This design comes from an exercise in tuning for small area, a short achievable clock period and few clock cycles per item on the open sky130 flow, not from production work.
At most, simulation tests tie the RTL to the original design; equivalence was not proved.
Only the layout flow was run in run 1; the RTL was not checked for function there.
Power is estimated from default activity; no workload was simulated.

==> design.v <==
package tea_pkg;
    typedef logic [31:0] word_t;
    localparam word_t tea_delta = 32'h9e3779b9;
    function automatic logic [1023:0] sum_table();
        logic [1023:0] t;
        word_t s;
        s = '0;
        for (int j = 0; j < 32; j++) begin
            s = s + tea_delta;
            t[j*32 +: 32] = s;
        end
        sum_table = t;
    endfunction
    localparam logic [1023:0] sum_tab = sum_table();
    function automatic logic [32:0] add32(input word_t a, input word_t b, input logic cin);
        word_t pp, gg, p0, g0, c;
        int    j;
        p0 = a ^ b;
        g0 = a & b;
        pp = p0;
        gg = g0;
        gg[0] = gg[0] | (pp[0] & cin);
        for (int l = 0; l < 5; l++) begin
            for (int i = 31; i >= 0; i--) begin
                if (l == 0 && i == 1) begin
                    gg[i] = g0[1] | ((p0[1] & a[0]) & b[0]) | ((p0[1] & p0[0]) & cin);
                    pp[i] = p0[1] & p0[0];
                end else if (l > 0 && i == (1 << l)) begin
                    gg[i] = g0[i] | (p0[i] & g0[i - 1]) | (p0[i] & p0[i - 1] & gg[i - 2]);
                    pp[i] = p0[i] & p0[i - 1] & pp[i - 2];
                end else if ((i >> l) & 1) begin
                    j = ((i >> l) << l) - 1;
                    gg[i] = gg[i] | (pp[i] & gg[j]);
                    pp[i] = pp[i] & pp[j];
                end
            end
        end
        c = {gg[30:0], cin};
        add32 = {gg[31], p0 ^ c};
    endfunction
endpackage
`timescale 1ns/1ps
module crypt_machine #(
    parameter int data_in_w = 32,
    parameter int rounds    = 32
) (
    input  logic                  clk,
    input  logic                  resetn,
    input  logic [data_in_w-1:0]  data_in,
    input  logic                  go,
    input  logic                  decrypt,
    output logic                  done,
    output tea_pkg::word_t        display
);
    logic            s_load;       
    logic            s_load_rel;   
    logic            s_wait_op;    
    logic            s_run;        
    logic            s_wait_dec;   
    logic            s_wait_clr;   
    logic            s_clr_rel;    
    logic            s_start;      
    logic            op_dec;       
    logic            running;      
    logic [2:0]      widx;
    logic            dec;        
    logic [6:0]      t;          
    tea_pkg::word_t  p, q;
    tea_pkg::word_t  r0, r1, r2, r3;
    tea_pkg::word_t  g;          
    logic            cin;
    tea_pkg::word_t  s;          
    logic press_enc, press_dec;
    assign press_enc = s_wait_op && go;
    assign press_dec = (s_wait_op && !go && decrypt) || (s_wait_dec && decrypt);
    logic start_enc, start_dec, start;
    assign start     = s_start;
    assign start_enc = s_start && !op_dec;
    assign start_dec = s_start && op_dec;
    logic last;
    assign last = running && t[6];
    tea_pkg::word_t nw;
    logic           ovf;
    assign {ovf, nw} = tea_pkg::add32(p, g, cin);
    logic [27:0] a_x, a_y, a_z, a_s, a_c;
    logic [32:0] a_sum;
    assign a_x   = p[27:0];
    assign a_y   = g[27:0];
    assign a_z   = r0[31:4];
    assign a_s   = a_x ^ a_y ^ a_z;
    assign a_c   = (a_x & a_y) | (a_x & a_z) | (a_y & a_z);
    assign a_sum = tea_pkg::add32({4'd0, a_s}, {4'd0, a_c[26:0], cin}, 1'b0);
    tea_pkg::word_t b_s, b_c;
    logic [32:0]    b_sum;
    assign b_s   = p ^ g ^ s;
    assign b_c   = (p & g) | (p & s) | (g & s);
    assign b_sum = tea_pkg::add32(b_s, {b_c[30:0], cin}, 1'b0);
    tea_pkg::word_t c_z, c_s, c_c;
    logic [32:0]    c_sum;
    logic           c27;
    assign c_z   = {r1[26:0], 5'd0};
    assign c_s   = p ^ g ^ c_z;
    assign c_c   = (p & g) | (p & c_z) | (g & c_z);
    assign c_sum = tea_pkg::add32(c_s, {c_c[30:0], cin}, 1'b0);
    assign c27   = (c_c[31] && c_sum[32]) || (c_c[31] && !ovf) || (c_sum[32] && !ovf);
    logic [4:0] r1_hi, r1_hi1;
    assign r1_hi  = r1[31:27];
    assign r1_hi1 = r1[31:27] + 5'd1;
    tea_pkg::word_t f_lo, g_nx;
    logic [4:0]     x_hi, g_hi0, g_hi1;
    assign f_lo  = {a_sum[27:0], r0[3:0]} ^ b_sum[31:0] ^ {5'd0, c_sum[31:5]};
    assign x_hi  = f_lo[31:27] ^ {5{dec}};
    assign g_hi0 = (x_hi ^ r1_hi)  & {5{m_n}};
    assign g_hi1 = (x_hi ^ r1_hi1) & {5{m_n}};
    assign g_nx  = {c27 ? g_hi1 : g_hi0, (f_lo[26:0] ^ {27{dec}}) & {27{m_n}}};
    logic       dec_n, m_n;
    assign dec_n = start ? start_dec : (running ? dec : 1'b1);
    assign m_n   = start ? start_dec : (running && (!dec || (t[5:0] != 6'd63)));
    logic [4:0] jh, sidx;
    assign jh   = t[5:1] + {4'd0, dec | t[0]};
    assign sidx = running ? (jh ^ {5{dec}}) : 5'd31;
    always_ff @(posedge clk) begin
        g    <= g_nx;
        cin  <= m_n && dec;
        s    <= start_enc ? tea_pkg::tea_delta : tea_pkg::sum_tab[sidx*32 +: 32];
    end
    logic load_q, load_p;
    assign load_q = s_load && (widx <= 3'd1);
    assign load_p = s_load_rel && (widx == 3'd0);
    logic rot, rot_load, load_r2, load_r3;
    assign rot     = start || running || rot_load;
    assign load_r2 = s_load && ((widx == 3'd2) || (widx == 3'd4));
    assign load_r3 = s_load && ((widx == 3'd3) || (widx == 3'd5));
    always_ff @(posedge clk) begin
        if (load_q || running || start) begin
            q <= load_q ? data_in : nw;
        end
        if (load_p || running || start) begin
            p <= q;
        end
        if (rot) begin
            r0 <= r2;
            r1 <= r3;
        end
        if (rot || load_r2) begin
            r2 <= load_r2 ? data_in : r0;
        end
        if (rot || load_r3) begin
            r3 <= load_r3 ? data_in : r1;
        end
    end
    logic last_word;
    assign last_word = (widx == 3'd5);
    always_ff @(posedge clk) begin
        if (!resetn) begin
            s_load     <= 1'b1;
            s_load_rel <= 1'b0;
            s_wait_op  <= 1'b0;
            s_start    <= 1'b0;
            s_run      <= 1'b0;
            s_wait_dec <= 1'b0;
            s_wait_clr <= 1'b0;
            s_clr_rel  <= 1'b0;
            running    <= 1'b0;
            rot_load   <= 1'b0;
            widx       <= '0;
            done       <= 1'b0;
        end else begin
            s_load     <= (s_load && !go) || (s_load_rel && !go && !last_word) ||
                          (s_clr_rel && !go);
            s_load_rel <= (s_load || s_load_rel) && go;
            s_wait_op  <= (s_load_rel && !go && last_word) ||
                          (s_wait_op && !go && !decrypt);
            s_start    <= press_enc || press_dec;
            s_run      <= s_start || (s_run && !done);
            s_wait_dec <= (s_run && done && !dec) || (s_wait_dec && !decrypt && !go);
            s_wait_clr <= (s_run && done && dec) || (s_wait_clr && !go);
            s_clr_rel  <= (s_wait_dec && !decrypt && go) || ((s_wait_clr || s_clr_rel) && go);
            running    <= start || (running && !t[6]);
            rot_load   <= s_load_rel && !go && ((widx == 3'd3) || last_word);
            done       <= last;
            if (s_load_rel && !go) begin
                widx <= widx + 3'd1;
            end else if (s_clr_rel && !go) begin
                widx <= '0;
            end
        end
    end
    always_ff @(posedge clk) begin
        op_dec <= press_dec;
        dec <= dec_n;
        if (start) begin
            t <= '0;
        end else if (running) begin
            t <= t + 7'd1;
        end
    end
    always_ff @(posedge clk) begin
        if (!resetn || s_clr_rel) begin
            display <= '0;
        end else if (last) begin
            display <= {nw[15:0], q[15:0]};
        end
    end
endmodule
==> flow/run.sh <==
#!/bin/bash
set -euo pipefail
export SETUP_SLACK_MARGIN=8.3
export BUFFER_PORTS_ARGS="-buffer_cell sky130_fd_sc_hd__buf_4"
bash standard.sh MATCH_CELL_FOOTPRINT=0 finish > standard.log 2>&1
==> standard.sh <==
#!/bin/bash
# synth_recipe.tcl (not shown) runs the flow's synth.tcl, then flattens the netlist and writes it again
# the make line also repeats each setting of config.mk as NAME=value (left out here)
make -C /OpenROAD-flow-scripts/flow DESIGN_CONFIG=/design/flow/config.mk WORK_HOME=/design/flow/orfs CLKGATE_MAP_FILE= SYNTH_SCRIPT=/design/flow/synth_recipe.tcl "${@:-finish}"
==> config.mk <==
export PLATFORM = sky130hd
export DESIGN_NAME = crypt_machine
export DESIGN_NICKNAME = crypt_machine
export VERILOG_FILES = /design/flow/design.v
export SDC_FILE = /design/flow/constraint.sdc
export NUM_CORES = 4
export LEC_CHECK = 0
export CAP_MARGIN = 20
export CORE_MARGIN = 2
export CORE_UTILIZATION = 50
export CTS_CLUSTER_DIAMETER = 100
export CTS_CLUSTER_SIZE = 24
export PLACE_DENSITY = 0.7
export SLEW_MARGIN = 20
==> constraint.sdc <==
create_clock -name core_clock -period 12.0 [get_ports {clk}]
set_input_delay 2.4000 -clock core_clock [delete_from_list [all_inputs] [get_ports {clk}]]
set_output_delay 2.4000 -clock core_clock [all_outputs]
set_load 0.01 [all_outputs]
==> results of run 1 <==
-- flip-flops by register name (all words and copies together), names as in the netlist, 3 cells and up --
| signal | count |
|---|---|
| r2 | 32 |
| widx | 3 |
| p | 32 |
| q | 32 |
| r0 | 32 |
| display | 32 |
| r3 | 32 |
| r1 | 32 |
| s | 32 |
| g | 32 |
| t | 7 |
-- metal layers --
layer | vias up | part of all wire [%] | GRT usage (%)
met1 | 6850 | 44 | 36.15
met2 | 390 | 48 | 42.83
li1 | 6378 | - | -
met4 | 0 | 2.0 | 5.344
met5 | - | 0 | 0
met3 | 62 | 6.1 | 3.417
-- cell families after synthesis --
| family | Yosys count | synth area share (%) |
|---|---|---|
| multiplexers | 84 | 4.863 |
| flip-flops | 312 | 42.43 |
| AO/OA/AOI/OAI | 364 | 12.03 |
| buffers and inverters | 110 | 2.155 |
| adder cells (fa/ha/maj) | 234 | 18.65 |
| XOR/XNOR | 224 | 10.39 |
| AND/OR/NAND/NOR | 395 | 9.472 |
-- worst min path at each step --
| stage | end | cells past startpoint |
|---|---|---|
| floorplan | p[16] | 0 |
| detailed placement | p[25] | 0 |
| CTS | r1[21] | 0 |
| global placement | r1[28] | 0 |
| finish | r1[26] | 0 |
| global route | r1[21] | 0 |
-- cell usage after synthesis (17+ instances only) --
master and count:
edfxtp_1 193, xnor2_1 187, nand2_1 161, ha_1 144
a21oi_1 122, dfxtp_1 119, nor2_1 93, fa_1 89
mux2_2 77, o21ai_0 68, inv_1 53, clkbuf_1 48
a21o_1 39, xor2_1 34, nand3_1 27, nor3_1 24
a211oi_1 17, nor2b_1 17
-- layout make-up --
class,instances,share of cell area (%)
Sequential cell,312,37.34
Clock inverter,3,0.1370
Multi-Input combinational cell,1301,51.42
Inverter,53,0.9249
Clock buffer,26,2.141
Tap cell,511,2.917
Timing Repair Buffer,148,5.127
-- stage by stage --
stage | util [%] | total power [mW] | std cells | hold WS [ps] | instance area (sq um)
global placement | 53.82 | 1.526 | 2261 | 400.1 | 20370
detailed placement | 53.82 | 1.531 | 2261 | 404.5 | 20370
CTS | 56.72 | 2.191 | 2332 | 421.2 | 21470
floorplan | - | 1.448 | 1723 | 400.3 | 19270
finish | 57.91 | 2.193 | 2354 | 417.9 | 21920
global route | 57.91 | 2.277 | 2354 | 428.4 | 21920
-- report_power, final --
group / leakage (nW) / internal, mW / total, mW / switching [mW]
clock: 0.241 / 0.278 / 0.645 / 0.367
combinational: 5.58 / 0.182 / 0.376 / 0.194
sequential: 2.74 / 1.16 / 1.17 / 0.0176
total: 8.56 / 1.61 / 2.19 / 0.578
-- timing repair --
item                                    in CTS  in global routing
pin swaps                                   28                 34
setup buffers                               42                 22
endpoints found under the setup margin      22                 17
gates resized for setup                     44                 49
-- critical path, delay by kind of cell (launching register included) --
kind,cells,cell delay (ps)
AND/OR/NAND/NOR,2,160
flip-flops,1,440
AO/OA/AOI/OAI,7,1790
XOR/XNOR,1,340
adder cells (fa/ha/maj),2,830
buffers and inverters,1,170
==> impl_metrics.json, run 1 <==
{
  "status": "no timing/DRC/antenna violations",
  "synth_area_per_cell_sq_um": 11.19,
  "clockRootBuffer": "clkbuf_16",
  "grt_pass1_vias": 13660,
  "synth_area_sq_mm": 0.01927,
  "htreeDepth": 1,
  "gp_congestion": 0.9281,
  "fin_skew_ps": 14.71,
  "drv_cap": 0,
  "arrival_ps": 4260,
  "drt-wirelength-per-cell_microns": 22.23,
  "max_freq_mhz": 264.2,
  "num_rows": 71,
  "synth_largest_area_cell": "edfxtp_1",
  "cp-endpoint": "g[31]",
  "slew_violations": 0,
  "layout-drive-gt1-share_pct": 18.94,
  "initialDrtViolationCount": 1110,
  "tightest_slew_ps": 996.5,
  "start_util_pct": 50.93,
  "dp_hpwl_mm": 37.88,
  "nFillCells": 3188,
  "num_vias": 13680,
  "clk_latency_ps": 540,
  "crit_type": "reg2reg",
  "power.density_mw_per_mm2": 100.1,
  "postRouteAntennaNets": 0,
  "crit_top_cell": "nor2_1",
  "seqCellArea_sq_mm": 0.008183,
  "reg2reg_to": "g[31]",
  "layout_setup_ws_ps": 8215,
  "syn_nets": 1992,
  "drc_errors": 0,
  "avgViaCountPerCell": 5.811,
  "die_x_microns": 200.3,
  "holdCritPathClass": "reg2reg",
  "crit_path_max_fanout": 4,
  "place_ws_ps": 7683,
  "antenna_found_initial": 0,
  "ff2ff_path_depth": 13,
  "placeableCoreArea_sq_mm": 0.03784,
  "numCtsBuffers": 17,
  "cts_tree": "built",
  "grt-ovfl-total": 0,
  "areaGrowthSynthToFinish_pct": 13.72,
  "async_flop_share_pct": 0,
  "r2r-start": "p[3]",
  "hold_buffers": 0,
  "multi_input_comb_area_sq_mm": 0.01127,
  "nets": 2102,
  "tns_ps": 0,
  "antennaDiodeCount": 0,
  "routed_wl_mm": 52.34,
  "syn_inst": 1723,
  "final_cell_mix": "193 x edfxtp_1, 185 x xnor2_1, 154 x nand2_1",
  "synth_edf_count": 193,
  "report.final.setup_viol": 0,
  "grt_usage_pct": 25.73,
  "hold_violations": 0,
  "peakVddDrop_mv": 0.09891,
  "min_period_over_period_pct": 31.54,
  "first_pass_iters": 5,
  "die_area_sq_mm": 0.04013,
  "numPortBuffers": 68,
  "fin_crit_ps": 3785,
  "r2r_slack_ps": 8210,
  "synth_flop_cell": "edfxtp_1",
  "rsz0062_at_grt": "true",
  "synth_area_leaders": "edfxtp_1 30%, dfxtp_1 12%, ha_1 9.3%",
  "synth_cell_types": 76,
  "worstPathRequired_ps": 12470,
  "startpoint": "p[3]",
  "max_slew_margin_pct": 33.41,
  "cts.path.max_buffers": 3,
  "hp-start": "r3[26]",
  "cpMaxStageDelayCell": "fa_1",
  "synth_top_cell_area_share_pct": 30.07,
  "end_kind": "register",
  "layout_commonest_cell": "edfxtp_1",
  "dieHeight_microns": 200.3,
  "slowest_delay_ps": 510,
  "pin_count": 69,
  "path_clk_slew_ps": 100,
  "clock-sinks": 312,
  "synth_warnings": 1,
  "cp-start-kind": "register",
  "p_leak_nw": 8.562,
  "seq_area_frac_synth_pct": 42.43,
  "grt_max_degree": 51,
  "cp_cell_sequence": "buf_4, fa_1, ha_4, nor2_1, a2111o_1, o21ba_4, o211a_4, o31ai_4, o31a_1, a21o_1, a31oi_2, xnor3_1, nor2_1",
  "grt_pass1_wl_mm": 80.13,
  "yosys_register_bits": 312
}
==> run 2: changes to the inputs <==
--- a/design.v
+++ b/design.v
@@ -104,3 +104,3 @@
     assign c_sum = tea_pkg::add32(c_s, {c_c[30:0], cin}, 1'b0);
-    assign c27   = (c_c[31] && c_sum[32]) || (c_c[31] && !ovf) || (c_sum[32] && !ovf);
+    assign c27   = ovf ? (c_c[31] && c_sum[32]) : (c_c[31] || c_sum[32]);
     logic [4:0] r1_hi, r1_hi1;
==> run 2 against run 1 <==
  * Still clean on timing, DRC and antenna
  * Design area increased by 1.9%
  * Sequential power about the same
  * Core utilization about the same
  * Final cell count grew 2.3%
  * Non-clock buffer count shrank 3
  * Die area increased by 1.0%
  * Global-route usage shrank 0.25 points
  * Setup slack better by 76 ps
  * Largest cell class unchanged
==> impl_metrics.json, run 2 <==
{
  "dp_hpwl_mm": 38.29,
  "rsz0062_at_grt": "true",
  "status": "no timing/DRC/antenna violations",
  "r2r_slack_ps": 8290,
  "antenna_found_initial": 0,
  "fin_crit_ps": 3709,
  "yosys_register_bits": 312,
  "die_x_microns": 201.3,
  "clk_latency_ps": 530,
  "cp-start-kind": "register",
  "r2r-start": "p[0]",
  "path_clk_slew_ps": 100,
  "slew_violations": 0,
  "synth_top_cell_area_share_pct": 29.77,
  "synth_area_leaders": "edfxtp_1 30%, dfxtp_1 12%, ha_1 9.3%",
  "min_period_over_period_pct": 30.91,
  "clock-sinks": 312,
  "gp_congestion": 0.9397,
  "numPortBuffers": 68,
  "synth_edf_count": 193,
  "postRouteAntennaNets": 0,
  "areaGrowthSynthToFinish_pct": 14.70,
  "cts_tree": "built",
  "drv_cap": 0,
  "num_rows": 72,
  "p_leak_nw": 8.749,
  "post-place-cells": 2315,
  "start_util_pct": 50.49,
  "synth_area_per_cell_sq_um": 11.00,
  "arrival_ps": 4130,
  "worstPathRequired_ps": 12420,
  "hp-start": "q[19]",
  "seq_area_frac_synth_pct": 42.01,
  "report.final.setup_viol": 0,
  "die_area_sq_mm": 0.04053,
  "async_flop_share_pct": 0,
  "drt-wirelength-per-cell_microns": 21.78,
  "first_pass_iters": 5,
  "synth_area_sq_mm": 0.01947,
  "drc_errors": 0,
  "synth_largest_area_cell": "edfxtp_1",
  "hold_end": "p[19]",
  "layout-drive-gt1-share_pct": 19.06,
  "tns_ps": 0,
  "nets": 2149,
  "avgViaCountPerCell": 5.852,
  "routed_wl_mm": 52.43,
  "place_area_sq_mm": 0.02056,
  "reg2reg_to": "g[29]",
  "htreeDepth": 1,
  "fin_skew_ps": 22.79,
  "stdcell_count": 2407,
  "peakVddDrop_mv": 0.1029,
  "cts.path.max_buffers": 3,
  "yosys-top-cells-count": "193 x edfxtp_1, 193 x nand2_1, 167 x xnor2_1",
  "clockRootBuffer": "clkbuf_16",
  "placeableCoreArea_sq_mm": 0.03856,
  "holdCritPathClass": "reg2reg",
  "num_vias": 14090,
  "ff2ff_path_depth": 12,
  "dieHeight_microns": 201.3,
  "max_slew_margin_pct": 25.63,
  "synth_flop_cell": "edfxtp_1",
  "syn_inst": 1770,
  "design_area_sq_mm": 0.02233,
  "synth_cell_types": 74,
  "grt-ovfl-total": 0,
  "synth_warnings": 1,
  "tightest_slew_ps": 1112,
  "whs_path_depth": 0,
  "grt_max_degree": 43,
  "grt_usage_pct": 25.48,
  "syn_nets": 2039,
  "antennaDiodeCount": 0,
  "layout_commonest_cell": "edfxtp_1",
  "max_freq_mhz": 269.6,
  "pin_count": 69,
  "crit_type": "reg2reg",
  "grt_pass1_wl_mm": 80.27,
  "final_cell_mix": "193 x edfxtp_1, 186 x nand2_1, 166 x xnor2_1",
  "end_kind": "register",
  "hold_violations": 0,
  "grt_pass1_vias": 13860,
  "initialDrtViolationCount": 1248,
  "power.density_mw_per_mm2": 100.8,
  "numCtsBuffers": 17,
  "crit_path_max_fanout": 3
}
==> run 2: cell count changes after synthesis, moves of 7 or more <==
cell | previous run | this run
clkbuf_1 | 48 | 40
xnor2_1 | 187 | 167
nand2_1 | 161 | 193
inv_1 | 53 | 44
o21a_1 | 11 | 18
or2_2 | 1 | 9
nor2_1 | 93 | 119
or3_1 | 8 | 16
a221o_1 | 0 | 7
nor3_1 | 24 | 15
a31o_2 | 2 | 9
mux2_2 | 77 | 66
a21oi_1 | 122 | 143
==> run 2: critical path, cell delays in order, from the launching register on <==
cell	delay, ps
edfxtp_1	520
fa_2	450
ha_4	290
a31oi_4	110
a221o_1	430
or3_4	440
a31oi_4	200
o21a_1	200
buf_4	130
nor3_1	50
or3_1	340
and3b_1	190
mux2_2	260
==> run 2: logic make-up after synthesis <==
group / after synthesis / synth area share, %
flops: 312 / 42.01
simple gates: 446 / 10.27
fa+ha+maj: 233 / 18.41
mux: 71 / 4.139
xor+xnor: 211 / 9.994
buf+inv: 99 / 1.947
compound gates: 398 / 13.24
==> run 2: what timing repair did <==
item / CTS / global route
setup buffers: 28 / 35
resized for setup: 34 / 83
endpoints found under the setup margin: 25 / 28
hold buffers: 0 / 0
pin swaps: 22 / 53
==> run 2: final cells by class <==
cell class / count / area [sq um]
clock inverter: 5 / 101.3
multi-input combinational: 1359 / 11630
tap: 518 / 648.1
inverter: 45 / 172.7
sequential: 312 / 8183
clock buffer: 23 / 469.2
timing repair buffer: 145 / 1131
fill: 3241 / 16230
==> run 2: worst max-delay path by stage <==
stage               from    end
CTS                 p[9]  g[28]
finish              p[0]  g[29]
floorplan            dec  s[25]
global route        p[2]   g[9]
detailed placement  p[2]  g[28]
global placement    p[2]  g[28]
==> run 2: layer usage <==
metal | global-route usage [%] | wire (microns) | up-vias
li1 | - | - | 6560
met1 | 35.57 | 23210 | 6962
met2 | 40.58 | 24130 | 456
met3 | 3.029 | 2798 | 107
met4 | 10.29 | 2284 | 0
met5 | 0 | 0 | -
==> run 2: metrics by stage <==
stage | worst slack (ps) | hold slack, ps | util, % | power, mW
finish | 8291 | 408.9 | 57.92 | 2.251
global route | 8130 | 429.3 | 57.92 | 2.343
CTS | 8193 | 404.9 | 55.93 | 2.239
detailed placement | 7839 | 404.5 | 53.33 | 1.530
global placement | 7934 | 400.4 | 53.33 | 1.524
floorplan | 8337 | 400.3 | - | 1.447
==> run 2: report_power, final <==
part | total (mW) | internal [mW] | switching [mW]
clock | 0.699 | 0.343 | 0.356
combinational | 0.379 | 0.186 | 0.193
sequential | 1.17 | 1.16 | 0.0177
Testbench counts of run 2, summed over its fixed seeds: cycles 7,848, ops 96.
==> run 3: changes to the inputs <==
==> flow/run.sh (replaced) <==
#!/bin/bash
set -euo pipefail
export SETUP_SLACK_MARGIN=8.45
export BUFFER_PORTS_ARGS="-buffer_cell sky130_fd_sc_hd__buf_4"
bash standard.sh MATCH_CELL_FOOTPRINT=0 finish > standard.log 2>&1
==> run 3 against run 2 <==
  * Sequential power about the same
  * Total power up 2.1%
  * Combinational power up 5.8%
  * Sequential cell count unchanged
  * Via count up 0.22%
  * Critical endpoint is now g[28]
  * Final cell count up 1.2%
  * Fmax about the same
==> impl_metrics.json, run 3 <==
{
  "clock-sinks": 312,
  "grt_usage_pct": 25.54,
  "antenna_found_initial": 0,
  "p_leak_nw": 8.957,
  "dp_hpwl_mm": 38.00,
  "die_area_sq_mm": 0.04053,
  "start_util_pct": 50.49,
  "fin_crit_ps": 3713,
  "rsz0062_at_grt": "true",
  "peakVddDrop_mv": 0.1235,
  "power.total_mw": 2.298,
  "grt_pass1_vias": 13780,
  "yosys.area_share.adder_pct": 18.41,
  "grt_max_degree": 62,
  "synth_compound_area_share_pct": 13.24,
  "synth_top_cell_area_share_pct": 29.77,
  "worstPathRequired_ps": 12410,
  "synth_flop_cell": "edfxtp_1",
  "synth_top_family_by_area": "adder cells",
  "drv_cap": 0,
  "holdCritPathClass": "reg2reg",
  "layout_commonest_cell": "edfxtp_1",
  "final_cell_mix": "193 x edfxtp_1, 189 x nand2_1, 162 x xnor2_1",
  "numCtsBuffers": 19,
  "cts.path.max_buffers": 3,
  "synth_largest_area_cell": "edfxtp_1",
  "utilization_pct": 58.84,
  "whs_path_depth": 0,
  "cp-start-kind": "register",
  "seqCellArea_sq_mm": 0.008180,
  "r2r_slack_ps": 8290,
  "nets": 2175,
  "synth_area_leaders": "edfxtp_1 30%, dfxtp_1 12%, ha_1 9.3%",
  "crit_type": "reg2reg",
  "grt-ovfl-total": 0,
  "tns_ps": 0,
  "report.final.setup_viol": 0,
  "multi_input_comb_area_sq_mm": 0.01176,
  "arrival_ps": 4130,
  "clk_latency_ps": 530,
  "max_freq_mhz": 269.3,
  "die_x_microns": 201.3,
  "pin_count": 69,
  "areaGrowthSynthToFinish_pct": 16.53,
  "min_period_over_period_pct": 30.94,
  "synth_xor_area_share_pct": 9.994,
  "htreeDepth": 1,
  "dieHeight_microns": 201.3,
  "placeableCoreArea_sq_mm": 0.03856,
  "routed_wl_mm": 52.76,
  "synth-simple-area-share_pct": 10.27,
  "avgViaCountPerCell": 5.795,
  "path_clk_slew_ps": 100,
  "max_slew_margin_pct": 30.47,
  "synth_cell_types": 74,
  "syn_nets": 2039,
  "gp_congestion": 0.9475,
  "postRouteAntennaNets": 0,
  "antennaDiodeCount": 0,
  "slew_violations": 0,
  "fin_skew_ps": 25.82,
  "nFillCells": 3220,
  "synth_edf_count": 193,
  "tightest_slew_ps": 1039,
  "ff2ff_path_depth": 12,
  "num_vias": 14120,
  "seq_area_frac_synth_pct": 42.01,
  "drc_errors": 0,
  "cts_tree": "built",
  "yosys_register_bits": 312,
  "synth_mux_area_share_pct": 4.139,
  "yosys-top-cells-count": "193 x edfxtp_1, 193 x nand2_1, 167 x xnor2_1",
  "end_kind": "register",
  "async_flop_share_pct": 0,
  "status": "no timing/DRC/antenna violations",
  "crit_path_max_fanout": 5,
  "synth_warnings": 1,
  "clockRootBuffer": "clkbuf_16",
  "syn_inst": 1770,
  "layout-drive-gt1-share_pct": 21.06,
  "grt_pass1_wl_mm": 80.70,
  "hold_violations": 0,
  "numPortBuffers": 68,
  "initialDrtViolationCount": 1198,
  "drt-wirelength-per-cell_microns": 21.66,
  "num_rows": 72,
  "first_pass_iters": 7,
  "power.density_mw_per_mm2": 101.3,
  "synth_area_sq_mm": 0.01947,
  "synth_area_per_cell_sq_um": 11.00
}
-- run 3: cell counts after synthesis --
Identical to the previous run, type by type.
-- run 3: metal layers --
metal,GRT usage [%],routed length [microns]
met5,0,0
met4,7.511,1882
met3,2.608,2666
met2,41.77,24660
met1,36.13,23550
-- run 3: final timing paths --
kind | to | start
setup / recovery | g[28] | p[2]
hold / removal | r0[22] | r2[22]
setup reg to reg | g[28] | p[2]
hold reg to reg | r0[22] | r2[22]
-- run 3: critical path: stages (launching register included) --
cell,delay [ps]
edfxtp_1,450
buf_4,180
ha_1,220
fa_1,400
a31oi_2,220
o21ai_4,160
a21oi_2,240
o21a_2,230
o41ai_4,120
a2111o_1,520
a31o_2,280
nand2_1,80
mux4_2,500
-- run 3: report_power, final --
part	internal [mW]	switching [mW]
Combinational	0.199	0.203
Sequential	1.16	0.0175
Clock	0.341	0.382
-- run 3: logic make-up after synthesis --
| kind of cell | after synthesis |
|---|---|
| buffers and inverters | 99 |
| adder cells (fa/ha/maj) | 233 |
| XOR/XNOR | 211 |
| AO/OA/AOI/OAI | 398 |
| multiplexers | 71 |
| flip-flops | 312 |
| AND/OR/NAND/NOR | 446 |
-- run 3: per-stage QoR --
stage / setup WS, ps / cell area (sq um) / std cells / hold slack, ps
floorplan: 8454 / 19490 / 1770 / 400.3
global placement: 7926 / 20600 / 2320 / 400.3
detailed placement: 7866 / 20600 / 2320 / 404.5
CTS: 8292 / 21850 / 2392 / 421.5
global route: 8189 / 22690 / 2436 / 430.4
finish: 8287 / 22690 / 2436 / 423.8
-- run 3: area by class of cell --
class,instances,share of cell area [%]
Clock buffer,25,2.195
Sequential cell,312,36.06
Clock inverter,8,0.5736
Tap cell,518,2.857
Timing Repair Buffer,169,5.725
Inverter,45,0.7611
Multi-Input combinational cell,1359,51.83
-- run 3: what timing repair did --
action	in CTS	in global routing
hold buffers	0	0
buffers inserted	39	44
gates resized for setup	54	93
pin swaps	38	78
setup endpoints to repair	20	37
==> run 4: changes to the inputs <==
==> flow/run.sh (replaced) <==
#!/bin/bash
set -euo pipefail
export SETUP_SLACK_MARGIN=8.6
export BUFFER_PORTS_ARGS="-buffer_cell sky130_fd_sc_hd__buf_4"
bash standard.sh MATCH_CELL_FOOTPRINT=0 finish > standard.log 2>&1
--- a/config.mk
+++ b/config.mk
@@ -7,2 +7,3 @@
 export LEC_CHECK = 0
+export ABC_AREA = 1
 export CAP_MARGIN = 20
==> run 4 against run 3 <==
  * Synthesized cell count rose by 32%
  * Core utilization decreased by 3.0 points
  * Via count grew 18%
  * Still clean on timing, DRC and antenna
  * Setup slack improved by 290 ps
  * Wire length increased by 12%
  * Final cell count up 21%
  * Sequential cell count is the same
==> impl_metrics.json, run 4 <==
{
  "status": "no timing/DRC/antenna violations",
  "yosys-top-cells-count": "512 x nand2_1, 253 x inv_1, 193 x edfxtp_1",
  "dp_hpwl_mm": 43.69,
  "seq_power_share_pct": 52.2,
  "fin_skew_ps": 35.13,
  "seq_area_frac_synth_pct": 40.06,
  "syn_nets": 2603,
  "tns_ps": 0,
  "pin_count": 69,
  "path_clk_slew_ps": 100,
  "antenna_found_initial": 0,
  "place_area_sq_mm": 0.02145,
  "slowest_delay_ps": 370,
  "r2r-start": "p[10]",
  "grt_pass1_wl_mm": 89.98,
  "synth_most_common_cell": "nand2_1",
  "grt_use_met2_pct": 44.52,
  "num_vias": 16660,
  "grt_pass1_vias": 15910,
  "hold_end": "r0[0]",
  "power.internal_mw": 1.616,
  "clockRootBuffer": "clkbuf_16",
  "power.density_mw_per_mm2": 100.6,
  "synth_top_cell_area_share_pct": 28.39,
  "utilization_pct": 55.79,
  "fin_crit_ps": 3424,
  "crit_path_max_fanout": 2,
  "drt-wirelength-per-cell_microns": 20.05,
  "cts_tree": "built",
  "synth_largest_area_cell": "edfxtp_1",
  "holdCritPathClass": "reg2reg",
  "syn_inst": 2334,
  "start_util_pct": 50.34,
  "p_leak_nw": 10.37,
  "synth_area_per_cell_sq_um": 8.746,
  "synth_area_sq_mm": 0.02041,
  "synth_edf_count": 193,
  "design_area_sq_mm": 0.02263,
  "nets": 2683,
  "max_slew_margin_pct": 30.59,
  "grt.met3_usage_pct": 3.627,
  "drv_cap": 0,
  "die_area_sq_mm": 0.04246,
  "reg2reg_to": "g[28]",
  "arrival_ps": 1020,
  "post-place-cells": 2893,
  "htreeDepth": 1,
  "yosys_register_bits": 312,
  "slew_violations": 0,
  "max_freq_mhz": 292.1,
  "hold_buffers": 0,
  "synth_area_leaders": "edfxtp_1 28%, dfxtp_1 12%, nand2_1 9.4%",
  "tightest_slew_ps": 1041,
  "areaGrowthSynthToFinish_pct": 10.84,
  "placeableCoreArea_sq_mm": 0.04055,
  "whs_path_depth": 0,
  "min_period_over_period_pct": 28.53,
  "peakVddDrop_mv": 0.09375,
  "num_rows": 74,
  "avgViaCountPerCell": 5.632,
  "p_sw_share_pct": 28.99,
  "numPortBuffers": 68,
  "rsz0062_at_grt": "true",
  "dieHeight_microns": 206.1,
  "antennaDiodeCount": 0,
  "busiest_layer": "met2",
  "p_clk_share_pct": 30.8,
  "routed_wl_mm": 59.32,
  "clk_latency_ps": 560,
  "grt_max_degree": 66,
  "numCtsBuffers": 18,
  "synth_flop_cell": "edfxtp_1",
  "hp-start": "r2[0]",
  "comb_power_share_pct": 17.1,
  "cp-start-kind": "register",
  "gp_congestion": 0.9879,
  "r2r_slack_ps": 8740,
  "synth_cell_types": 58,
  "grt-ovfl-total": 0,
  "worstPathRequired_ps": 9600,
  "ff2ff_path_depth": 17,
  "postRouteAntennaNets": 0,
  "p_sw_mw": 0.6597,
  "hold_ws_ps": 413.2,
  "cpMaxStageDelayCell": "dfxtp_2",
  "final_cell_mix": "506 x nand2_1, 250 x inv_1, 193 x edfxtp_1",
  "cts.path.max_buffers": 3,
  "initialDrtViolationCount": 1451,
  "stdcell_count": 2958,
  "path_buf_inv": 1,
  "die_x_microns": 206.1,
  "first_pass_iters": 6,
  "grt_usage_pct": 27.94,
  "layout-drive-gt1-share_pct": 10.84,
  "met1_usage_pct": 39.99,
  "crit_family": "flip-flops",
  "end_kind": "output pin",
  "layout_commonest_cell": "nand2_1",
  "cp_cell_sequence": "buf_6",
  "report.final.setup_viol": 0,
  "async_flop_share_pct": 0,
  "synth_warnings": 1,
  "drc_errors": 0,
  "crit_type": "reg2out",
  "clock-sinks": 312,
  "hold_violations": 0
}
-- run 4: changes by cell type after synthesis, sizes merged, moves of 13 or more --
cell and change:
mux2 -66, xor2 +24, nand3 +118, o21ai +121, nor2 +73, xnor2 -99
or3 -17, a21o -27, nand2 +338, nand3b +13, inv +215, nor2b -17
-- run 4: cells by family after synthesis --
logic type | share of synthesized area (%)
and+or+nand+nor | 19.02
DFF | 40.06
xor gates and xnor gates | 5.725
adders and majority gates | 17.55
buffers and inverters | 6.209
AOI/OAI and AO/OA | 11.43
-- run 4: repair_timing --
action,CTS,global route
gates cloned,0,2
hold endpoints to repair,0,0
pin swaps,1,5
endpoints found under the setup margin,76,85
setup buffers,7,24
resized for setup,77,46
-- run 4: how the worst max path moves through the flow --
| stage | start | endpoint | slack, ps | depth (start not counted) |
|---|---|---|---|---|
| after floorplan | dec | s[8] | 8600 | 16 |
| after global placement | resetn | s_load | 8230 | 7 |
| after detailed placement | resetn | s_load | 8200 | 7 |
| after CTS | p[17] | g[29] | 8540 | 14 |
| after global routing | display[7] | display[7] | 8550 | 1 |
| final | display[9] | display[9] | 8580 | 1 |
-- run 4: final cells by class --
class | instances | area (sq um)
clock buffers | 27 | 505.5
clock inverters | 5 | 62.56
fillers | 3601 | 17930
inverters | 261 | 997.2
multi-input cells | 1706 | 11180
flip-flops and latches | 312 | 8224
well taps | 532 | 665.6
repair buffers | 114 | 987.2
repair inverters | 1 | 5.005
-- run 4: power by group through the flow --
| stage | Clock, mW | Combinational, mW | Sequential (mW) |
|---|---|---|---|
| 2_1_floorplan | 0 | 0.269 | 1.20 |
| 3_3_place_gp | 0 | 0.349 | 1.21 |
| 3_5_place_dp | 0 | 0.360 | 1.22 |
| 4_1_cts | 0.708 | 0.366 | 1.19 |
| 5_1_grt | 0.744 | 0.434 | 1.19 |
| 6_report | 0.700 | 0.389 | 1.19 |
-- run 4: metrics by stage --
step / power (mW) / setup WS, ps
3_5_place_dp: 1.576 / 8198
2_1_floorplan: 1.473 / 8605
5_1_grt: 2.368 / 8549
6_report: 2.275 / 8576
3_3_place_gp: 1.564 / 8228
4_1_cts: 2.264 / 8536
-- run 4: per-layer routing --
| layer | up-vias | wire length [microns] |
|---|---|---|
| li1 | 7910 | - |
| met1 | 8006 | 26450 |
| met2 | 651 | 26920 |
| met3 | 91 | 4397 |
| met4 | 0 | 1552 |
| met5 | - | 0 |
==> run 5: changes to the inputs <==
==> flow/run.sh (replaced) <==
#!/bin/bash
set -euo pipefail
export SETUP_SLACK_MARGIN=8.5
export BUFFER_PORTS_ARGS="-buffer_cell sky130_fd_sc_hd__buf_4"
bash standard.sh MATCH_CELL_FOOTPRINT=0 finish > standard.log 2>&1
==> run 5 against run 4 <==
  * Still clean
  * Sequential power is essentially flat
  * Design area down 2.1%
  * Wire length down 2.5%
  * Core utilization shrank 1.2 points
  * Final cell count down 0.91%
  * Non-clock buffer count is 26 lower
  * Total power decreased by 0.18%
  * Setup slack got worse by 37 ps
  * Clock skew is 16 ps lower
  * Synthesized cell count unchanged
  * Die area did not move
==> impl_metrics.json, run 5 <==
{
  "status": "no timing/DRC/antenna violations",
  "dp_hpwl_mm": 43.76,
  "r2r-start": "p[18]",
  "crit_path_max_fanout": 2,
  "grt_pass1_wl_mm": 88.82,
  "cp_cell_sequence": "buf_4",
  "clock-sinks": 312,
  "num_rows": 74,
  "path_clk_slew_ps": 100,
  "report.final.setup_viol": 0,
  "hold_ws_ps": 407.0,
  "synth_largest_area_cell": "edfxtp_1",
  "antenna_found_initial": 0,
  "utilization_pct": 54.64,
  "synth_most_common_cell": "nand2_1",
  "slowest_delay_ps": 380,
  "synth_top_cell_area_share_pct": 28.39,
  "first_pass_iters": 5,
  "grt-ovfl-total": 0,
  "numPortBuffers": 68,
  "stdcell_count": 2931,
  "clockRootBuffer": "clkbuf_16",
  "areaGrowthSynthToFinish_pct": 8.551,
  "syn_inst": 2334,
  "pin_count": 69,
  "cpMaxStageDelayCell": "dfxtp_1",
  "synth_edf_count": 193,
  "yosys-top-cells-count": "512 x nand2_1, 253 x inv_1, 193 x edfxtp_1",
  "synth_area_leaders": "edfxtp_1 28%, dfxtp_1 12%, nand2_1 9.4%",
  "hold_buffers": 0,
  "drt-wirelength-per-cell_microns": 19.73,
  "p_leak_nw": 10.19,
  "cts.path.max_buffers": 3,
  "slew_violations": 0,
  "crit_type": "reg2out",
  "clk_latency_ps": 540,
  "drv_cap": 0,
  "min_period_over_period_pct": 28.84,
  "ff2ff_path_depth": 15,
  "hold_end": "r1[6]",
  "max_freq_mhz": 289.0,
  "die_area_sq_mm": 0.04246,
  "yosys_register_bits": 312,
  "holdCritPathClass": "reg2reg",
  "syn_nets": 2603,
  "num_vias": 16370,
  "path_buf_inv": 1,
  "power.density_mw_per_mm2": 102.5,
  "hold_violations": 0,
  "synth_area_sq_mm": 0.02041,
  "layout_commonest_cell": "nand2_1",
  "nFillCells": 3721,
  "synth_cell_types": 58,
  "final_cell_mix": "507 x nand2_1, 252 x inv_1, 193 x edfxtp_1",
  "cts_tree": "built",
  "arrival_ps": 1060,
  "gp_congestion": 0.9557,
  "dieHeight_microns": 206.1,
  "fin_crit_ps": 3461,
  "htreeDepth": 1,
  "end_kind": "output pin",
  "rsz0062_at_grt": "true",
  "grt_pass1_vias": 15850,
  "synth_flop_cell": "edfxtp_1",
  "tightest_slew_ps": 1151,
  "cp-start-kind": "register",
  "post-place-cells": 2894,
  "initialDrtViolationCount": 1388,
  "routed_wl_mm": 57.83,
  "worstPathRequired_ps": 9600,
  "grt_max_degree": 66,
  "grt_usage_pct": 27.41,
  "r2r_slack_ps": 8670,
  "seq_area_frac_synth_pct": 40.06,
  "max_slew_margin_pct": 23.10,
  "tns_ps": 0,
  "layout-drive-gt1-share_pct": 7.878,
  "antennaDiodeCount": 0,
  "synth_area_per_cell_sq_um": 8.746,
  "nets": 2656,
  "hp-start": "r3[6]",
  "crit_family": "flip-flops",
  "fin_skew_ps": 19.09,
  "synth_warnings": 1,
  "whs_path_depth": 0,
  "die_x_microns": 206.1,
  "async_flop_share_pct": 0,
  "avgViaCountPerCell": 5.583,
  "numCtsBuffers": 18,
  "postRouteAntennaNets": 0,
  "peakVddDrop_mv": 0.09201,
  "drc_errors": 0,
  "reg2reg_to": "g[29]",
  "crit_cells": 1,
  "start_util_pct": 50.34,
  "placeableCoreArea_sq_mm": 0.04055
}
run 5: worst max-delay path by stage:
stage	to	start	slack [ps]
2_1_floorplan	s[8]	dec	8570
5_1_grt	g[28]	p[9]	8500
3_5_place_dp	s_load	resetn	8190
6_report	display[21]	display[21]	8540
3_3_place_gp	s_load	resetn	8260
4_1_cts	g[29]	p[5]	8460
run 5: cell type report:
class | count | area [sq um] | area share (%)
Multi-Input combinational cell | 1706 | 11080 | 50.01
Sequential cell | 312 | 8183 | 36.93
Tap cell | 532 | 665.6 | 3.004
Timing Repair Buffer | 88 | 660.6 | 2.981
Inverter | 261 | 982.2 | 4.433
Clock inverter | 4 | 47.55 | 0.2146
Clock buffer | 28 | 539.3 | 2.434
run 5: stage by stage:
stage | power (mW) | cell area [sq um] | setup slack [ps]
finish | 2.271 | 22160 | 8539
global route | 2.367 | 22160 | 8496
CTS | 2.271 | 22050 | 8460
detailed placement | 1.576 | 21450 | 8187
global placement | 1.562 | 21450 | 8261
floorplan | 1.473 | 20410 | 8573
run 5: kinds of logic (layout without fill, tap and decap cells):
family | count (synthesis) | count (layout) | share of synthesized area (%)
compound gates | 420 | 420 | 11.43
flops | 312 | 312 | 40.06
fa+ha+maj | 233 | 233 | 17.55
buf+inv | 317 | 381 | 6.209
xor+xnor | 130 | 130 | 5.725
simple gates | 922 | 923 | 19.02
run 5: power by group:
group	internal, mW	switching, mW	leakage (nW)	total [mW]
clock	0.322	0.386	0.286	0.708
combinational	0.139	0.234	7.16	0.373
sequential	1.16	0.0258	2.74	1.19
run 5: routing by layer:
layer | up-vias | part of all wire, % | GRT usage [%] | wire length (microns)
met5 | - | 0 | 0 | 0
met4 | 0 | 2.6 | 7.832 | 1509
met3 | 86 | 7.3 | 3.847 | 4195
met1 | 7843 | 44 | 38.15 | 25580
met2 | 581 | 46 | 44.71 | 26540
li1 | 7855 | - | - | -
run 5: timing repair:
action                     in CTS  in global routing
hold endpoints to repair        0                  0
pin swaps                       0                  2
setup endpoints to repair      24                 29
setup buffers                   0                  4
cloned                          0                  1
gates resized for setup         7                 19
==> run 6: changes to the inputs <==
--- a/config.mk
+++ b/config.mk
@@ -12,3 +12,3 @@
 export CTS_CLUSTER_DIAMETER = 100
-export CTS_CLUSTER_SIZE = 24
+export CTS_CLUSTER_SIZE = 20
 export PLACE_DENSITY = 0.7
==> run 6 against run 5 <==
  * Design area increased by 0.20%
  * Combinational power about the same
  * Count of clock-buffer cells in the layout increased by 5
  * Core utilization increased by 0.11 points
  * Fmax decreased by 0.25%
  * Die area unchanged
  * Hold slack improved by 14 ps
  * Area after synthesis unchanged
  * Wire length increased by 0.32%
  * Sequential share of layout area decreased by 0.073 points
  * Final cell count increased by 0.24%
  * Critical path type unchanged
  * Critical endpoint unchanged
==> impl_metrics.json, run 6 <==
{
  "status": "no timing/DRC/antenna violations",
  "numPortBuffers": 68,
  "tns_ps": 0,
  "syn_inst": 2334,
  "peakVddDrop_mv": 0.09460,
  "cts_tree": "built",
  "grt_usage_pct": 27.51,
  "arrival_ps": 1070,
  "areaGrowthSynthToFinish_pct": 8.765,
  "cp-start-kind": "register",
  "synth_flop_cell": "edfxtp_1",
  "clk_latency_ps": 560,
  "cts.path.max_buffers": 3,
  "yosys-top-cells-count": "512 x nand2_1, 253 x inv_1, 193 x edfxtp_1",
  "final_cell_mix": "507 x nand2_1, 252 x inv_1, 193 x edfxtp_1",
  "synth_area_sq_mm": 0.02041,
  "slew_violations": 0,
  "end_kind": "output pin",
  "avgViaCountPerCell": 5.573,
  "fin_crit_ps": 3469,
  "cp_cell_sequence": "buf_4",
  "syn_nets": 2603,
  "crit_family": "flip-flops",
  "antennaDiodeCount": 0,
  "num_vias": 16370,
  "drc_errors": 0,
  "synth_warnings": 1,
  "synth_cell_types": 58,
  "gp_congestion": 0.9557,
  "layout_commonest_cell": "nand2_1",
  "cpMaxStageDelayCell": "dfxtp_1",
  "report.final.setup_viol": 0,
  "die_area_sq_mm": 0.04246,
  "dp_hpwl_mm": 43.76,
  "hold_buffers": 0,
  "tightest_slew_ps": 1133,
  "drv_cap": 0,
  "max_slew_margin_pct": 24.28,
  "start_util_pct": 50.34,
  "dieHeight_microns": 206.1,
  "synth_area_per_cell_sq_um": 8.746,
  "crit_type": "reg2out",
  "rsz0062_at_grt": "true",
  "path_clk_slew_ps": 80,
  "grt_pass1_wl_mm": 89.07,
  "hold_violations": 0,
  "crit_path_max_fanout": 2,
  "max_freq_mhz": 288.2,
  "synth_edf_count": 193,
  "fin_skew_ps": 41.79,
  "p_leak_nw": 10.21,
  "seq_area_frac_synth_pct": 40.06,
  "drt-wirelength-per-cell_microns": 19.75,
  "clockRootBuffer": "clkbuf_16",
  "power.density_mw_per_mm2": 102.7,
  "first_pass_iters": 7,
  "routed_wl_mm": 58.01,
  "synth_largest_area_cell": "edfxtp_1",
  "synth_top_cell_area_share_pct": 28.39,
  "worstPathRequired_ps": 9600,
  "numCtsBuffers": 20,
  "yosys_register_bits": 312,
  "layout-drive-gt1-share_pct": 7.897,
  "holdCritPathClass": "reg2reg",
  "nets": 2661,
  "clock-sinks": 312,
  "async_flop_share_pct": 0,
  "antenna_found_initial": 0,
  "die_x_microns": 206.1,
  "min_period_over_period_pct": 28.91,
  "grt_pass1_vias": 15820,
  "slowest_delay_ps": 380,
  "htreeDepth": 1,
  "grt_max_degree": 66,
  "synth_area_leaders": "edfxtp_1 28%, dfxtp_1 12%, nand2_1 9.4%",
  "grt-ovfl-total": 0,
  "utilization_pct": 54.75,
  "postRouteAntennaNets": 0,
  "pin_count": 69,
  "synth_most_common_cell": "nand2_1",
  "path_buf_inv": 1,
  "num_rows": 74,
  "placeableCoreArea_sq_mm": 0.04055,
  "initialDrtViolationCount": 1488
}
## run 6: worst paths after layout
check | from | to | slack (ps) | cells after the start
worst max-delay path | display[21] | display[21] | 8530 | 1
worst min-delay path | q[19] | p[19] | 420 | 0
worst max register to register | p[18] | g[29] | 8670 | 15
worst min register to register | q[19] | p[19] | 420 | 0
## run 6: layout make-up
cell class / instances / area (sq um)
clock buffers: 33 / 559.3
well taps: 532 / 665.6
clock inverters: 3 / 48.80
repair buffers: 91 / 683.2
multi-input cells: 1706 / 11080
flip-flops and latches: 312 / 8183
inverters: 261 / 982.2
fillers: 3710 / 18350
## run 6: power by group
part	internal (mW)	total (mW)	switching, mW
Clock	0.328	0.716	0.388
Combinational	0.140	0.374	0.234
Sequential	1.16	1.19	0.0260
## run 6: metal layers
| layer | vias to the layer above | share of wire [%] | wire length (microns) | global-route usage, % |
|---|---|---|---|---|
| met2 | 584 | 46 | 26720 | 45.04 |
| met5 | - | 0 | 0 | 0 |
| met4 | 0 | 2.9 | 1654 | 7.449 |
| li1 | 7862 | - | - | - |
| met1 | 7836 | 44 | 25730 | 38.28 |
| met3 | 92 | 6.7 | 3906 | 3.910 |
## run 6: repair_timing
action	CTS	global route
setup endpoints to repair	30	33
pin swaps	0	3
cloned	0	1
buffers inserted	0	7
gates resized for setup	7	19
endpoints found under the hold margin	0	0
## run 6: cells by family (layout without fill, tap and decap cells)
family | Yosys count | in the layout | share of synthesized area [%]
adders and majority gates | 233 | 233 | 17.55
DFF | 312 | 312 | 40.06
buffers and inverters | 317 | 388 | 6.209
and+or+nand+nor | 922 | 923 | 19.02
xor gates and xnor gates | 130 | 130 | 5.725
AOI/OAI and AO/OA | 420 | 420 | 11.43
## run 6: metrics by stage
| step | total power [mW] | setup WS [ps] | hold slack [ps] | cells | area, sq um |
|---|---|---|---|---|---|
| 6_report | 2.280 | 8531 | 420.9 | 2938 | 22200 |
| 5_1_grt | 2.379 | 8492 | 421.1 | 2938 | 22200 |
| 4_1_cts | 2.285 | 8452 | 419.6 | 2930 | 22080 |
| 3_5_place_dp | 1.576 | 8187 | 404.5 | 2894 | 21450 |
| 3_3_place_gp | 1.562 | 8261 | 400.4 | 2894 | 21450 |
| 2_1_floorplan | 1.473 | 8573 | 400.3 | 2334 | 20410 |
==> run 7: changes to the inputs <==
--- a/config.mk
+++ b/config.mk
@@ -10,6 +10,5 @@
 export CORE_MARGIN = 2
-export CORE_UTILIZATION = 50
+export CORE_UTILIZATION = 40
 export CTS_CLUSTER_DIAMETER = 100
-export CTS_CLUSTER_SIZE = 20
-export PLACE_DENSITY = 0.7
+export CTS_CLUSTER_SIZE = 24
 export SLEW_MARGIN = 20
==> run 7 against run 6 <==
  * Design area rose by 0.35%
  * Synthesized cell count did not move
  * Critical endpoint is now display[7]
  * Still clean
  * Combinational power down 2%
  * Clock skew down 18 ps
  * Sequential power about the same
  * Largest cell class unchanged
==> impl_metrics.json, run 7 <==
{
  "hp-start": "q[20]",
  "start_util_pct": 40.60,
  "cp_cell_sequence": "buf_4",
  "syn_inst": 2334,
  "numPortBuffers": 68,
  "min_period_over_period_pct": 28.78,
  "clk_latency_ps": 570,
  "met2WireLength_mm": 27.15,
  "cts.path.max_buffers": 3,
  "status": "no timing/DRC/antenna violations",
  "cp-start-kind": "register",
  "startpoint": "display[7]",
  "syn_nets": 2603,
  "synth_area_per_cell_sq_um": 8.746,
  "crit_type": "reg2out",
  "clockRootBuffer": "clkbuf_16",
  "layout_commonest_cell": "nand2_1",
  "hold_violations": 0,
  "dp_hpwl_mm": 44.43,
  "first_pass_iters": 7,
  "num_vias": 16140,
  "async_flop_share_pct": 0,
  "slowest_delay_ps": 340,
  "synth_largest_area_cell": "edfxtp_1",
  "routed_wl_mm": 60.09,
  "design_area_sq_mm": 0.02228,
  "synth_cell_types": 58,
  "crit_family": "flip-flops",
  "cts_tree": "built",
  "grt_pass1_wl_mm": 91.96,
  "synth_top_cell_area_share_pct": 28.39,
  "areaGrowthSynthToFinish_pct": 9.145,
  "rsz0062_at_grt": "true",
  "synth_area_sq_mm": 0.02041,
  "numCtsBuffers": 18,
  "yosys_register_bits": 312,
  "synth_most_common_cell": "nand2_1",
  "power.total_mw": 2.252,
  "yosys-top-cells-count": "512 x nand2_1, 253 x inv_1, 193 x edfxtp_1",
  "path_clk_slew_ps": 100,
  "place_area_sq_mm": 0.02163,
  "die_x_microns": 229.9,
  "synth_warnings": 1,
  "end_kind": "output pin",
  "postRouteAntennaNets": 0,
  "arrival_ps": 1050,
  "grt-ovfl-total": 0,
  "num_rows": 82,
  "avgViaCountPerCell": 5.262,
  "drc_errors": 0,
  "clock-sinks": 312,
  "dr_wl_met3_mm": 3.459,
  "utilization_pct": 44.32,
  "drv_cap": 0,
  "pin_count": 69,
  "tns_ps": 0,
  "synth_edf_count": 193,
  "antennaDiodeCount": 0,
  "final_cell_mix": "505 x nand2_1, 252 x inv_1, 193 x edfxtp_1",
  "grt_max_degree": 66,
  "dieHeight_microns": 229.9,
  "synth_area_leaders": "edfxtp_1 28%, dfxtp_1 12%, nand2_1 9.4%",
  "report.final.setup_viol": 0,
  "holdCritPathClass": "reg2reg",
  "drt-wirelength-per-cell_microns": 19.59,
  "max_slew_margin_pct": 28.53,
  "path_buf_inv": 1,
  "placeableCoreArea_sq_mm": 0.05027,
  "power.density_mw_per_mm2": 101.1,
  "nets": 2652,
  "r2r_slack_ps": 8710,
  "seq_area_frac_synth_pct": 40.06,
  "die_area_sq_mm": 0.05286,
  "worstPathRequired_ps": 9600,
  "cpMaxStageDelayCell": "dfxtp_2",
  "gp_congestion": 0.8964,
  "grt_usage_pct": 22.62,
  "max_freq_mhz": 289.6,
  "drt-met1-wl_mm": 28.10,
  "peakVddDrop_mv": 0.08728,
  "hold_ws_ps": 410.4,
  "grt_pass1_vias": 15740,
  "slew_violations": 0,
  "antenna_found_initial": 1,
  "layout-drive-gt1-share_pct": 7.975,
  "top_layer": "met5",
  "fin_crit_ps": 3453,
  "initialDrtViolationCount": 1320,
  "r2r-start": "p[23]",
  "tightest_slew_ps": 1072,
  "p_leak_nw": 10.16,
  "htreeDepth": 1,
  "fin_skew_ps": 23.65,
  "crit_path_max_fanout": 2,
  "synth_flop_cell": "edfxtp_1"
}
run 7: cell counts after synthesis:
Identical to the previous run, type by type.
run 7: per-layer routing:
| layer | vias to the layer above | global-route usage, % |
|---|---|---|
| li1 | 7838 | - |
| met1 | 7770 | 32.34 |
| met2 | 464 | 36.37 |
| met3 | 65 | 2.579 |
| met4 | 2 | 6.008 |
| met5 | - | 0 |
run 7: kinds of logic (layout without fill, tap and decap cells):
| kind of cell | Yosys count | in the layout | share of synthesized area (%) |
|---|---|---|---|
| DFF | 312 | 312 | 40.06 |
| AOI/OAI and AO/OA | 420 | 420 | 11.43 |
| adders and majority gates | 233 | 233 | 17.55 |
| xor gates and xnor gates | 130 | 130 | 5.725 |
| buffers and inverters | 317 | 378 | 6.209 |
| and+or+nand+nor | 922 | 922 | 19.02 |
run 7: what timing repair did:
item | in CTS | in global routing
resized for setup | 5 | 23
setup endpoints to repair | 7 | 36
buffers inserted | 0 | 2
hold buffers | 0 | 0
run 7: final timing paths:
kind                     end  cells after the start
setup / recovery  display[7]                      1
hold / removal         p[20]                      0
setup reg to reg       g[27]                     16
hold reg to reg        p[20]                      0
run 7: worst register-to-register path: cells and delay by family, from the launching register on:
kind / cells / cell delay [ps]
AO/OA/AOI/OAI: 3 / 680
flip-flops: 1 / 570
AND/OR/NAND/NOR: 10 / 950
buffers and inverters: 1 / 60
adder cells (fa/ha/maj): 2 / 950
run 7: metrics by stage:
step                      setup slack (ps)  std cells
after global routing                  8455       3067
after global placement                8224       3033
after floorplan                       8573       2334
final                                 8547       3067
after detailed placement              8164       3033
after CTS                             8507       3065
run 7: final cells by class:
class | instances | area [sq um]
fillers | 5038 | 27990
clock buffers | 25 | 476.7
multi-input cells | 1705 | 11080
repair buffers | 85 | 638.1
clock inverters | 7 | 73.82
inverters | 261 | 980.9
well taps | 672 | 840.8
flip-flops and latches | 312 | 8189
run 7: where the power goes:
part	internal, mW	total [mW]	switching [mW]	leakage [nW]
Clock	0.293	0.691	0.398	0.263
Combinational	0.138	0.368	0.230	7.15
Sequential	1.16	1.19	0.0294	2.75

[separate check: timing with driven ports]
How much do the figures lean on ideal ports? The routed layouts below were timed once more, with nothing changed but the port constraints. Step 1 (the two cells are an assumption about what drives the block):
set clk [get_ports {clk}]
set_driving_cell -lib_cell sky130_fd_sc_hd__clkbuf_16 $clk
set_driving_cell -lib_cell sky130_fd_sc_hd__buf_2 [delete_from_list [all_inputs] $clk]
Step 2 also shifts input and output timing later by t, the mid clock arrival at the registers, as if the neighbouring blocks saw the same clock. a / b / c = ideal ports / drivers / drivers and shift; a / b = the first two.
| run | shift t [ns] | setup WS [ns] | cell pins on the clock port's net |
|---|---|---|---|
| run 1 | 0.585 | 8.215 / 8.215 / 8.215 | 1 |
| run 2 | 0.570 | 8.291 / 8.291 / 8.291 | 1 |
| run 3 | 0.578 | 8.287 / 8.287 / 8.287 | 1 |
| run 4 | 0.601 | 8.576 / 8.517 / 8.167 | 1 |
| run 5 | 0.589 | 8.539 / 8.482 / 8.174 | 1 |
| run 6 | 0.601 | 8.531 / 8.473 / 8.160 | 1 |
| run 7 | 0.610 | 8.547 / 8.491 / 8.170 | 1 |
After both steps setup and hold are still met in every run listed. The setup slack of run 4, which loses most, moves by -0.059 ns with the drivers and by -0.409 ns with both steps.
